This design comes from an exercise in tuning for small area, a short achievable clock period and few clock cycles on the open sky130 flow, not from production work.
Only simulation tests tie the RTL to the original design; equivalence was not proved.

## build 84
## segment_convex_polygon_hit
module segment_convex_polygon_hit #(
	parameter int MAX_VERTICES = scph_pkg::MAX_VERTICES_DEF
) (
	input  logic                          clk,
	input  logic                          arst_n,
	input  logic                          req_valid,
	output logic                          req_stall,
	input  scph_pkg::req_t                req,
	output logic                          rsp_valid,
	input  logic                          rsp_stall,
	output scph_pkg::rsp_t                rsp,
	input  logic                          cfg_valid,
	output logic                          cfg_ready,
	input  logic [scph_pkg::CFG_BITS-1:0] cfg_data
);
	localparam int CB    = scph_pkg::COORD_BITS;
	localparam int WB    = CB + 1;           
	localparam int SB    = 2 * WB + 1;       
	localparam int UB    = CB + WB;          
	localparam int EB    = SB + 1;           
	localparam int DEPTH = 10;               
	function automatic logic [17:0] brow(input logic [16:0] x, input logic one, input logic two,
	                                     input logic neg);
		logic [17:0] m;
		case ({one, two})
			2'b10:   m = {x[16], x};
			2'b01:   m = {x, 1'b0};
			default: m = 18'd0;
		endcase
		if (neg) begin
			m = ~m;
  ...
Size in the first run: roughly 12000 cells after synthesis, ~2200 flip-flops, roughly 84 I/O pins.
Settings: LEC_CHECK=0, CAP_MARGIN=20, CORE_MARGIN=2, CORE_UTILIZATION=55, CTS_CLUSTER_DIAMETER=100, CTS_CLUSTER_SIZE=28, PLACE_DENSITY=0.65, SETUP_SLACK_MARGIN=4.2, SLEW_MARGIN=20, TNS_END_PERCENT=0; clock period 7.5 ns.
run.sh (not shown) runs the stock make flow with config.mk's settings and CLKGATE_MAP_FILE= SYNTH_SCRIPT=/design/flow/synth_recipe.tcl, a recipe that flattens the netlist after the stock synthesis.
Build 84 reached the final stage; the timing, DRC and antenna checks on its layout passed.
Testbench counts of build 84, summed over its fixed seeds: cycles 21,114.
Edits applied to the flow inputs when going from build 84 to build 90:
Settings: CTS_CLUSTER_DIAMETER changed from 100 to 90; CTS_CLUSTER_SIZE changed from 28 to 24.
==> comparison <==
Between build 90 and build 84, the non-clock buffer total of the final layout is higher for build 90.
Summary of build 90 over build 84: routed wire length on met2 has remained practically unchanged, sequential share of layout area has decreased, area overhead of the layout relative to synthesis has increased.
In the reports for build 90 and build 84, the smaller share of the clock period used by the worst path after layout belongs to build 90.
Edits applied to the flow inputs when going from build 90 to build 63:
Settings: swapping 4.2 for 4.3 in SETUP_SLACK_MARGIN.
Re via count: no difference whatsoever between build 63 and build 90. Looking at build 63 and build 90, the data required time at the worst endpoint is a wash. [compare] base=build 90 new=build 63: final area barely changed; clock-cell share of area barely changed. Fraction of the core area covered by cells at the end of the flow came out exactly the same in build 63 and build 90. Reported for build 63 and build 90, effective utilization at floorplan turned out identical to the last digit.


Starting RTL as in the previous note.
Settings: LEC_CHECK=0, CAP_MARGIN=20, CORE_MARGIN=2, CORE_UTILIZATION=55, CTS_CLUSTER_DIAMETER=90, CTS_CLUSTER_SIZE=24, PLACE_DENSITY=0.65, SETUP_SLACK_MARGIN=4.0, SLEW_MARGIN=20, TNS_END_PERCENT=5; clock period 7.5 ns.
The first run finished with timing, DRC and antenna clean.
Testbench counts at the start, summed over its fixed seeds: cycles 21,114.
==> next run, changes <==
--- a/flow/config.mk
+++ b/flow/config.mk
@@ -13,3 +13,3 @@
 export PLACE_DENSITY = 0.65
-export SETUP_SLACK_MARGIN = 4.0
+export SETUP_SLACK_MARGIN = 4.2
 export SLEW_MARGIN = 20
The changed run passed the timing, DRC and antenna checks.
Synthesized area is unchanged.
Register-to-register slack is better by 0.18 ns.
Worst setup slack improved by 0.18 ns.
Wire length climbs by 3.3%.
Critical path depth is higher by 2.
Via count rises by 1.8%.
Worst hold slack got worse by 0.0072 ns.


Starting RTL as in the previous note.
make LEC_CHECK=0 CAP_MARGIN=20 CORE_MARGIN=2 CORE_UTILIZATION=50 CTS_CLUSTER_DIAMETER=90 CTS_CLUSTER_SIZE=24 PLACE_DENSITY=0.62 SETUP_SLACK_MARGIN=4.2 SLEW_MARGIN=20 TNS_END_PERCENT=0 finish   # period 7.5 ns
Testbench counts at the start, summed over its fixed seeds: cycles 21,114.
Change:
Settings changed: CORE_UTILIZATION 50 to 65, PLACE_DENSITY 0.62 to 0.72, TNS_END_PERCENT 0 to 5.
Result: The changed run ran to the end with no violations. Setup slack gets worse by 60 ps. Cell area shrinks slightly. Routed wire length came out lower by a few percent. Non-clock buffer count went up by 51. Sequential share of layout area rose by 0.25 points. Maximum frequency falls slightly. Die area came out lower by about a fifth.
Change:
Settings changed: CORE_UTILIZATION 65 to 55, PLACE_DENSITY 0.72 to 0.65, SETUP_SLACK_MARGIN 4.2 to 4.5.
=> The new run went through all stages and came out clean. Synthesized area stays the same. First-iteration DRC count fell by 15%. Fmax rose by about 4%. Synthesized cell count does not change. Cell count rose by 5.4%. Hold slack is better by 4.8 ps. Final area rose by 3.9%. Die area rose by about 18%. Clock-buffer cell count is unchanged.

## separate check: timing with driven ports
In the flow no input, the clock included, has a driving cell. The finished layouts below were timed again as built, in two steps. Step 1: set_driving_cell puts a clkbuf_16 on clk and a buf_2 on each other input, an assumption about the parent block. Step 2 also shifts input and output timing later by t, the mid clock arrival at the registers, as if the neighbouring blocks saw the same clock. a / b / c = no drivers / after step 1 / after step 2; a / b = the first two.
| run | t (ns) | setup slack, ns | worst data-port slew with drivers (ns) | cell pins on the clock port's net |
|---|---|---|---|---|
| build 84 | 0.912 | 4.037 / 4.037 / 3.766 | 0.11 | 1 |
| build 90 | 0.953 | 4.077 / 4.077 / 3.757 | 0.11 | 1 |
| build 63 | 0.953 | 4.077 / 4.077 / 3.757 | 0.11 | 1 |
| the first run of note 2 | 0.957 | 3.889 / 3.889 / 3.353 | 0.11 | 1 |
| the second run of note 2 | 0.960 | 4.068 / 4.068 / 3.744 | 0.11 | 1 |
| the first run of note 3 | 0.947 | 4.019 / 4.019 / 3.383 | 0.12 | 1 |
| the second run of note 3 | 0.936 | 3.959 / 3.959 / 3.619 | 0.06 | 1 |
| the third run of note 3 | 0.962 | 4.093 / 4.093 / 3.514 | 0.15 | 1 |
After both steps every run listed still meets setup and hold. The setup slack of the first run of note 3, which loses most, moves by 0.000 ns with the drivers and by -0.636 ns with both steps.
